Source: an optimization exercise on an open RTL-to-GDS flow (aim: small area, a short achievable clock period and few clock cycles per item). Production flows keep margins and buffers that such runs may drop. Function was checked by simulation only, so behaviour that the tests miss may differ from the original. No activity file was given, so power comes from the tool's default toggle rates.

== build 59 ==
==> flow/design.v <==
`timescale 1ns / 1ps
`default_nettype none
module framed_ascii_decimal_parser #(
	parameter int MAX_CHARS = 63,
	parameter int MAX_FRAC_DIGITS = 6
) (
	input wire logic clk,
	input wire logic arst_n,
	input wire logic s_tvalid,
	output logic s_tready,
	input wire logic [7:0] s_tdata,
	output logic m_tvalid,
	input wire logic m_tready,
	output logic [55:0] m_tdata,
	output logic [2:0] m_tuser,
	input wire logic cfg_valid,
	output logic cfg_ready,
	input wire logic cfg_index,
	input wire logic [7:0] cfg_data
);
	logic [7:0] start_q, end_q;
	always_ff @(posedge clk or negedge arst_n) begin
		if (!arst_n) begin
			start_q <= 8'd60;
			end_q <= 8'd62;
		end else if (cfg_valid) begin
			if (cfg_index) end_q <= cfg_data;
			else start_q <= cfg_data;
		end
	end
	assign cfg_ready = 1'b1;
	logic v1_q;
	logic is_start1_q, is_end1_q, is_digit1_q, is_point1_q;
	logic [3:0] e1_q;	 
	logic [3:0] d1;
	logic in_frame_q, point_q, bad_q, trunc_q, sat_q;
	logic [5:0] count_q;
	logic [2:0] frac_q;
	logic [31:0] int_q;
	logic [23:0] bcd_q;	 
	logic busy_q, valid_q;
	logic [1:0] steps_q;
	logic [31:0] int_b_q;
	logic [15:0] fbin_q;
	logic [2:0] frac_b_q;
	logic bad_b_q, trunc_b_q, sat_b_q;
	logic idle, close, open, body, room, fdig, stall, go, handoff;
	assign idle = !busy_q && !valid_q;
	assign open = !in_frame_q && is_start1_q;
	assign close = in_frame_q && is_end1_q;
	assign body = in_frame_q && !is_end1_q;
	assign room = (count_q != 6'd63);
	assign fdig = body && room && is_digit1_q && point_q && (frac_q != 3'd6);
	assign stall = (close && !idle) || (fdig && busy_q);
	assign go = v1_q && !stall;
	assign handoff = v1_q && close && idle;
	assign s_tready = !(v1_q && in_frame_q &&
		((is_end1_q && !idle) || (is_digit1_q && point_q && busy_q)));
	always_ff @(posedge clk or negedge arst_n) begin
		if (!arst_n)
			v1_q <= 1'b0;
		else if (s_tready)
			v1_q <= s_tvalid;
	end
	always_ff @(posedge clk) begin
		if (s_tready) begin
			is_start1_q <= (s_tdata == start_q);
			is_end1_q <= (s_tdata == end_q);
			is_digit1_q <= (s_tdata[7:4] == 4'h3) && (s_tdata[3:0] <= 4'd9);
			is_point1_q <= (s_tdata == 8'h2e);
			e1_q <= {s_tdata[3], s_tdata[2] | s_tdata[3], s_tdata[1] | s_tdata[3], s_tdata[0]};
		end
	end
	assign d1 = {e1_q[3], e1_q[2] & !e1_q[3], e1_q[1] & !e1_q[3], e1_q[0]};
	logic [31:0] int_x10;
	logic int_ovf;
	logic [30:0] add_a, add_b, add_s;
	logic add_c;
	assign add_a = {int_q[28:0], e1_q[2], e1_q[1]};
	assign add_b = int_q[30:0];
	assign add_c = e1_q[3];
	always_comb begin
		logic [30:0] g, p, gg, pp;
		g = add_a & add_b;
		p = add_a ^ add_b;
		gg = g;
		pp = p;
		gg[0] = g[0] | (p[0] & add_c);
		for (int l = 0; l < 5; l++) begin
			for (int i = 30; i >= 0; i--) begin
				if ((i >> l) & 1) begin
					gg[i] = gg[i] | (pp[i] & gg[((i >> l) << l) - 1]);
					pp[i] = pp[i] & pp[((i >> l) << l) - 1];
				end
			end
		end
		add_s = p ^ {gg[29:0], add_c};
	end
	assign int_x10 = {add_s, e1_q[0]};
	localparam logic [31:0] OVF_K = 32'h19999999;
	logic [32:0] ovf_gt, ovf_eq;
	always_comb begin
		ovf_gt[32] = 1'b0;
		ovf_eq[32] = 1'b1;
		for (int i = 31; i >= 0; i--) begin
			ovf_gt[i] = ovf_gt[i+1] | (ovf_eq[i+1] & int_q[i] & !OVF_K[i]);
			ovf_eq[i] = ovf_eq[i+1] & (int_q[i] == OVF_K[i]);
		end
	end
	assign int_ovf = ovf_gt[0] | (ovf_eq[0] & (e1_q[3] | (e1_q[2] & e1_q[1])));
	always_ff @(posedge clk or negedge arst_n) begin
		if (!arst_n)
			in_frame_q <= 1'b0;
		else if (go) begin
			if (open)
				in_frame_q <= 1'b1;
			else if (close)
				in_frame_q <= 1'b0;
		end
	end
	always_ff @(posedge clk) begin
		if (go) begin
			if (open) begin
				point_q <= 1'b0;
				bad_q <= 1'b0;
				trunc_q <= 1'b0;
				sat_q <= 1'b0;
				count_q <= 6'd0;
				frac_q <= 3'd0;
				int_q <= 32'd0;
			end else if (body) begin
				if (!room) begin
					trunc_q <= 1'b1;
				end else begin
					count_q <= count_q + 6'd1;
					if (is_digit1_q) begin
						if (point_q) begin
							if (frac_q == 3'd6)
								trunc_q <= 1'b1;
							else
								frac_q <= frac_q + 3'd1;
						end else begin
							int_q <= int_x10;
							if (int_ovf)
								sat_q <= 1'b1;
						end
					end else if (is_point1_q && !point_q) begin
						point_q <= 1'b1;
					end else begin
						bad_q <= 1'b1;
					end
				end
			end
		end
	end
	function automatic logic ge5(input logic [3:0] d);
		ge5 = d[3] | (d[2] & (d[1] | d[0]));
	endfunction
	function automatic logic [23:0] dbl(input logic [23:0] f);
		logic [23:0] r;
		logic b3, b2, b1, b0;
		begin
			for (int j = 0; j < 6; j++) begin
				{b3, b2, b1, b0} = f[4*j +: 4];
				r[4*j+3] = (b2 & !b1 & !b0) | (b3 & b0);
				r[4*j+2] = (b1 & (!b2 | b0)) | (b3 & !b0);
				r[4*j+1] = (!b3 & !b2 & b0) | (b2 & b1 & !b0) | (b3 & !b0);
			end
			r[0] = 1'b0;
			for (int j = 1; j < 6; j++)
				r[4*j] = ge5(f[4*(j-1) +: 4]);
			dbl = r;
		end
	endfunction
	logic [23:0] bcd0, bcd1, bcd2, bcd3, bcd4;
	logic [3:0] fbits;
	logic conv;
	assign bcd0 = bcd_q;
	assign bcd1 = dbl(bcd0);
	assign bcd2 = dbl(bcd1);
	assign bcd3 = dbl(bcd2);
	assign bcd4 = dbl(bcd3);
	assign fbits = {ge5(bcd0[23:20]), ge5(bcd1[23:20]), ge5(bcd2[23:20]), ge5(bcd3[23:20])};
	assign conv = busy_q || handoff;
	always_ff @(posedge clk) begin
		for (int j = 0; j < 6; j++) begin
			if (conv)
				bcd_q[4*(5-j) +: 4] <= bcd4[4*(5-j) +: 4];
			else if (go && fdig && frac_q == 3'(j))
				bcd_q[4*(5-j) +: 4] <= d1;
			else if (go && fdig && frac_q < 3'(j))
				bcd_q[4*(5-j) +: 4] <= 4'd0;
		end
	end
	logic fzero, fsat;
	assign fzero = handoff ? (frac_q == 3'd0) : (frac_b_q == 3'd0);
	assign fsat = handoff ? sat_q : sat_b_q;
	always_ff @(posedge clk) begin
		if (conv)
			fbin_q <= {fbin_q[11:0], (fbits & {4{!fzero}}) | {4{fsat}}};
		if (handoff) begin
			int_b_q <= int_q | {32{sat_q}};
			frac_b_q <= frac_q;
			bad_b_q <= bad_q;
			trunc_b_q <= trunc_q;
			sat_b_q <= sat_q;
		end
	end
	always_ff @(posedge clk or negedge arst_n) begin
		if (!arst_n) begin
			busy_q <= 1'b0;
			valid_q <= 1'b0;
			steps_q <= 2'd0;
		end else begin
			if (handoff) begin
				busy_q <= 1'b1;
				steps_q <= 2'd2;
			end else if (busy_q) begin
				steps_q <= steps_q - 2'd1;
				if (steps_q == 2'd0) begin
					busy_q <= 1'b0;
					valid_q <= 1'b1;
				end
			end else if (m_tready) begin
				valid_q <= 1'b0;
			end
		end
	end
	assign m_tvalid = valid_q;
	assign m_tdata = {5'd0, frac_b_q, int_b_q, fbin_q};
	assign m_tuser = {sat_b_q, trunc_b_q, bad_b_q};
endmodule
`default_nettype wire
export LEC_CHECK = 0
export ABC_AREA = 1
export CAP_MARGIN = 20
export CORE_MARGIN = 2
export CORE_UTILIZATION = 40
export SETUP_SLACK_MARGIN = 3.2
export SLEW_MARGIN = 20
create_clock -name core_clock -period 5.5 [get_ports {clk}]
run.sh (not shown) runs the stock make flow with config.mk's settings and CLKGATE_MAP_FILE= SYNTH_SCRIPT=/design/flow/synth_recipe.tcl, a recipe that flattens the netlist after the stock synthesis.
Testbench counts of build 59, summed over its fixed seeds: cycles 12,597, items 1,200.
Modified inputs, build 80 compared to build 59
diff --git a/flow/config.mk b/flow/config.mk
--- a/flow/config.mk
+++ b/flow/config.mk
@@ -6,5 +6,4 @@
 export NUM_CORES = 4
 export LEC_CHECK = 0
-export ABC_AREA = 1
 export CAP_MARGIN = 20
 export CORE_MARGIN = 2
[summary]
Delta (build 80 minus build 59): area after synthesis went up; area fraction of clock buffers and clock inverters went down; net switching power of the design went up.

Another version of the RTL of framed_ascii_decimal_parser (not shown whole).
Size in the first run: roughly 1100 cells after synthesis, ~160 flip-flops, roughly 84 I/O pins, ~0.0084 sq mm of cells after synthesis.
Design framed_ascii_decimal_parser, start of the top module:
module framed_ascii_decimal_parser #(
	parameter int MAX_CHARS = 63,
	parameter int MAX_FRAC_DIGITS = 6
) (
	input wire logic clk,
	input wire logic arst_n,
	input wire logic s_tvalid,
	output logic s_tready,
	input wire logic [7:0] s_tdata,
	output logic m_tvalid,
	input wire logic m_tready,
	output logic [55:0] m_tdata,
	output logic [2:0] m_tuser,
	input wire logic cfg_valid,
	output logic cfg_ready,
	input wire logic cfg_index,
	input wire logic [7:0] cfg_data
);
Settings: LEC_CHECK=0, ABC_AREA=1, CAP_MARGIN=20, CORE_MARGIN=2, CORE_UTILIZATION=40, CTS_BUF_LIST=sky130_fd_sc_hd__clkbuf_8, SETUP_SLACK_MARGIN=3.2, SLEW_MARGIN=20; clock period 5.5 ns.
standard.sh (not shown) runs the stock make flow with config.mk's settings and CLKGATE_MAP_FILE= SYNTH_SCRIPT=/design/flow/synth_recipe.tcl, a recipe that flattens the netlist after the stock synthesis.
==> flow/flow/run.sh <==
#!/bin/bash
# The standard layout (the standard.sh: ORFS synthesis to finish) with two
# changes: plain buf_2 cells as the port buffers (every port still gets one),
# and no adder-cell mapping in synthesis, so abc maps the adders as plain logic.
# standard.sh's output goes to standard.log.
export BUFFER_PORTS_ARGS="-buffer_cell sky130_fd_sc_hd__buf_2"
export ADDER_MAP_FILE=
bash standard.sh > standard.log 2>&1
Testbench counts at the start, summed over its fixed seeds: cycles 12,722, items 1,200.
==> next run, changes <==
==> flow/flow/run.sh (replaced) <==
#!/bin/bash
# The standard layout (standard.sh: ORFS synthesis to finish) with three
# changes that leave the registers as the standard synthesis makes them:
#  - plain buf_2 cells as the port buffers (every port still gets one);
#  - no adder-cell mapping in synthesis, so abc maps the adders as logic;
#  - abc maps the logic with its area-oriented mapping (flow/abc_amap.script).
# The synthesis script is synth_recipe.tcl, sourced after a wrapper that only
# swaps the script abc is given. Each tool's output is in standard.log and in
# ORFS's own logs under orfs/logs.
set -euo pipefail
W=$PWD
export BUFFER_PORTS_ARGS="-buffer_cell sky130_fd_sc_hd__buf_2"
export ADDER_MAP_FILE=
export FADP_ABC_SCRIPT="$W/flow/abc_amap.script"
cat > "$W/flow_synth.tcl" <<TCL
proc abc {args} {
  set i [lsearch -exact \$args -script]
  if {\$i >= 0} { lset args [expr {\$i + 1}] \$::env(FADP_ABC_SCRIPT) }
  yosys abc {*}\$args
}
source $W/synth_recipe.tcl
TCL
sed "s#SYNTH_SCRIPT=[^ ]*#SYNTH_SCRIPT=$W/flow_synth.tcl#" standard.sh > my_standard.sh
bash my_standard.sh > standard.log 2>&1
==> flow/flow/abc_amap.script (new file) <==
strash
dch
map -a
topo
stime -c
buffer -c
upsize -c
dnsize -c
--- a/flow/config.mk
+++ b/flow/config.mk
@@ -12,3 +12,4 @@
 export CTS_BUF_LIST = sky130_fd_sc_hd__clkbuf_8
-export SETUP_SLACK_MARGIN = 3.2
+export SETUP_SLACK_MARGIN = 3.35
 export SLEW_MARGIN = 20
+export TNS_END_PERCENT = 10
After rerunning: Hold slack gets better by 0.0032 ns; clock-buffer cell count stays the same; setup slack is worse by 0.59 ns; global-route usage barely changes; fmax fell by about a fifth; critical path depth went up by 13; routed wire length rose by a few percent; sequential share of layout area went down by 0.69 points; design area climbs slightly; final cell count went down by a few percent; power fell by a little under a tenth.
==> next run, changes <==
==> flow/flow/run.sh (replaced) <==
#!/bin/bash
# The standard layout (the standard.sh: ORFS synthesis to finish) with two
# changes: plain buf_2 cells as the port buffers (every port still gets one),
# and no adder-cell mapping in synthesis, so abc maps the adders as plain logic.
# standard.sh's output goes to standard.log.
export BUFFER_PORTS_ARGS="-buffer_cell sky130_fd_sc_hd__buf_2"
export ADDER_MAP_FILE=
bash standard.sh > standard.log 2>&1
--- a/flow/config.mk
+++ b/flow/config.mk
@@ -12,3 +12,3 @@
 export CTS_BUF_LIST = sky130_fd_sc_hd__clkbuf_8
-export SETUP_SLACK_MARGIN = 3.35
+export SETUP_SLACK_MARGIN = 3.5
 export SLEW_MARGIN = 20
removed: flow/flow/abc_amap.script
What happened: The changed run finished clean; design area went up slightly; global-route usage is higher by 0.54 points; critical path depth falls by 13; clock skew is about the same; wire length shrinks slightly; sequential power rises by a few percent; die area is higher by a few percent.
==> next run, changes <==
--- a/flow/config.mk
+++ b/flow/config.mk
@@ -12,4 +12,4 @@
 export CTS_BUF_LIST = sky130_fd_sc_hd__clkbuf_8
-export SETUP_SLACK_MARGIN = 3.5
+export SETUP_SLACK_MARGIN = 3.35
 export SLEW_MARGIN = 20
-export TNS_END_PERCENT = 10
+export TNS_END_PERCENT = 0
What happened: Worst hold slack loses 0.0049 ns. Utilization is lower by 1.4 points. Final area went down by 2.9%.

Setup of v10:
Starting RTL as in the previous note.
export LEC_CHECK = 0
export ABC_AREA = 1
export CAP_MARGIN = 20
export CORE_MARGIN = 2
export CORE_UTILIZATION = 40
export CTS_BUF_LIST = sky130_fd_sc_hd__clkbuf_8
export GPL_ROUTABILITY_DRIVEN = 0
export SETUP_SLACK_MARGIN = 3.35
export SLEW_MARGIN = 20
export TNS_END_PERCENT = 3
create_clock -name core_clock -period 5.5 [get_ports {clk}]
==> flow/flow/run.sh <==
#!/bin/bash
# The standard layout (the standard.sh: ORFS synthesis to finish) with two
# changes: plain buf_2 cells as the port buffers (every port still gets one),
# and no adder-cell mapping in synthesis, so abc maps the adders as plain logic.
# standard.sh's output goes to standard.log.
export BUFFER_PORTS_ARGS="-buffer_cell sky130_fd_sc_hd__buf_2"
export ADDER_MAP_FILE=
bash standard.sh > standard.log 2>&1
v10 reached the final stage; the timing, design-rule and antenna checks on its layout passed.
Testbench counts of v10, summed over its fixed seeds: cycles 12,722, items 1,200.
## Diff of input files: v41 against v10
- GPL_ROUTABILITY_DRIVEN removed (was 0)
- CTS_CLUSTER_DIAMETER newly set to 60
- CTS_CLUSTER_SIZE newly set to 30
Results
- Diff v10..v41 | hold slack | unchanged
- v41 -> v10: switching power total delta 0, exact match
- Diff v41..v10 | wire length | unchanged
- On setup clock skew after layout, v41 tracks v10 almost exactly.
- Routed via count: v10 vs v41 identical
- Diff v10..v41 | flip-flop and latch count | unchanged
- Reported for v10 and v41, number of fillers in the final layout turned out identical to the last digit.
- Diff v10..v41 | CTS buffer count | unchanged
[inputs] v51 vs v41
- a deleted CTS_CLUSTER_DIAMETER that had been 60
- a deleted CTS_CLUSTER_SIZE that had been 30
- a change of TNS_END_PERCENT from 3 to 10
==> flow/flow/run.sh <==
#!/bin/bash
# The standard layout (standard.sh: ORFS synthesis to finish) with three
# changes that leave the registers as the standard synthesis makes them:
#  - plain buf_2 cells as the port buffers (every port still gets one);
#  - no adder-cell mapping in synthesis, so abc maps the adders as logic;
#  - abc maps the logic with its area mapper (flow/abc_amap.script).
# The synthesis script is synth_recipe.tcl, sourced after a wrapper that only
# swaps the script abc is given. Each tool's output is in standard.log and in
# ORFS's own logs under orfs/logs.
set -euo pipefail
W=$PWD
export BUFFER_PORTS_ARGS="-buffer_cell sky130_fd_sc_hd__buf_2"
export ADDER_MAP_FILE=
export FADP_ABC_SCRIPT="$W/flow/abc_amap.script"
cat > "$W/flow_synth.tcl" <<TCL
proc abc {args} {
  set i [lsearch -exact \$args -script]
  if {\$i >= 0} { lset args [expr {\$i + 1}] \$::env(FADP_ABC_SCRIPT) }
  yosys abc {*}\$args
}
source $W/synth_recipe.tcl
TCL
sed "s#SYNTH_SCRIPT=[^ ]*#SYNTH_SCRIPT=$W/flow_synth.tcl#" standard.sh > my_standard.sh
bash my_standard.sh > standard.log 2>&1
==> flow/flow/abc_amap.script (new file) <==
strash
dch
amap
topo
stime -c
buffer -c
upsize -c
dnsize -c
==> run summary <==
v51 completed; timing, DRC and antenna clean. A timing startpoint of the critical path of e1_q[1]$_DFFE_PN_ is what v51 shows, while frac_b_q[1]$_DFFE_PP_ belongs to v41. Compared with v41, v51 degrades wire length of the first global-routing pass. Comparing v41 and v51, global-route total usage across every layer is lower on v41. Simple-gate area share of the yosys netlist (v51 over v41): decrease, 6.1 points. Combinational power of v51 is on par with v41. Side by side, worst setup slack after placement turned out lower in v51 than in v41. Compared with v41, in v51 number of cells on the critical path picked up an extra 18, sequential share of layout area picked up an extra 0.86 points, part of the cycle the worst path needs picked up an extra 13 points.
diff inputs: v51 => v1
- a change of TNS_END_PERCENT from 10 to 3
- an added PLACE_DENSITY of 0.75
==> flow/flow/run.sh <==
#!/bin/bash
# The standard layout (the standard.sh: ORFS synthesis to finish) with two
# changes: plain buf_2 cells as the port buffers (every port still gets one),
# and no adder-cell mapping in synthesis, so abc maps the adders as plain logic.
# standard.sh's output goes to standard.log.
export BUFFER_PORTS_ARGS="-buffer_cell sky130_fd_sc_hd__buf_2"
export ADDER_MAP_FILE=
bash standard.sh > standard.log 2>&1
removed: flow/flow/abc_amap.script
==> run summary <==
- Against v51, v1 comes in 1.5 um2 lower on average cell area after synthesis.
- Route | v1 vs v51 | wire shorter in v1
- Detailed route wirelength on metal2 in v1 is 3.5% below v51.
- [v1 vs v51] data required time at the worst endpoint: lower in v1
- Between v1 and v51, the share of post-route cells with drive strength above 1 is higher for v51.
- Between v1 and v51, it is v1 whose fmax is higher, by about 33%.
- Non-clock inverter count in the final layout (v51 / v1): 0.55
- Compared to v51, v1 has data arrival time of the critical path 2.25 ns lower.
Input-level comparison between v53 and v1:
- clearing PLACE_DENSITY, which used to be 0.75
--- outcome ---
Looking at combinational share of power across v53 and v1, the one that comes out lower is v1.
Comparing overall power after layout for v53 and v1, the smaller number came from v53.
Diff v1 -> v53: non-clock buffer count shows a reduction of 2.0%; final worst-path cycle share shows an increase of 0.19 points.

[afterwards: timing with drivers on the ports]
In the flow no input, the clock included, has a driving cell. The finished layouts below were timed again as built, in two steps. Step 1 (the two cells are an assumption about what drives the block):
set clk [get_ports {clk}]
set_driving_cell -lib_cell sky130_fd_sc_hd__clkbuf_16 $clk
set_driving_cell -lib_cell sky130_fd_sc_hd__buf_2 [delete_from_list [all_inputs] $clk]
Step 2, shift: input delay + t, output delay - t, t = (earliest + latest rising clock arrival at the registers) / 2. This alone moves slack from input paths to output paths. Slacks: ideal / step 1 / step 2; pairs: ideal / step 1.
run | t, ns | slack for setup (ns) | worst hold slack (ns) | latest minus earliest clock arrival (ns) | worst data-port slew with drivers (ns)
build 59 | 0.471 | 3.040 / 3.037 / 3.040 | 0.423 / 0.423 / 0.423 | 0.010 / 0.009 | 0.04
build 80 | 0.466 | 2.521 / 2.521 / 2.521 | 0.443 / 0.443 / 0.443 | 0.012 / 0.012 | 0.04
the first run of note 2 | 0.506 | 3.255 / 3.214 / 3.258 | 0.424 / 0.424 / 0.424 | 0.014 / 0.014 | 0.03
the second run of note 2 | 0.504 | 2.666 / 2.666 / 2.666 | 0.427 / 0.427 / 0.427 | 0.016 / 0.016 | 0.04
the third run of note 2 | 0.506 | 3.260 / 3.224 / 3.233 | 0.446 / 0.446 / 0.446 | 0.018 / 0.018 | 0.04
the fourth run of note 2 | 0.502 | 3.277 / 3.239 / 3.285 | 0.441 / 0.441 / 0.441 | 0.020 / 0.019 | 0.04
v10 | 0.503 | 3.255 / 3.217 / 3.328 | 0.439 / 0.439 / 0.439 | 0.025 / 0.024 | 0.04
v41 | 0.503 | 3.255 / 3.217 / 3.328 | 0.439 / 0.439 / 0.439 | 0.025 / 0.024 | 0.04
v51 | 0.498 | 2.534 / 2.534 / 2.534 | 0.425 / 0.425 / 0.425 | 0.012 / 0.012 | 0.03
v1 | 0.513 | 3.266 / 3.229 / 3.279 | 0.422 / 0.422 / 0.422 | 0.011 / 0.012 | 0.05
v53 | 0.503 | 3.255 / 3.217 / 3.328 | 0.439 / 0.439 / 0.439 | 0.025 / 0.024 | 0.04
After both steps setup and hold are still met in every run listed. For the third run of note 2, which loses most, drivers alone change the setup slack by -0.036 ns; drivers and shift together by -0.027 ns.
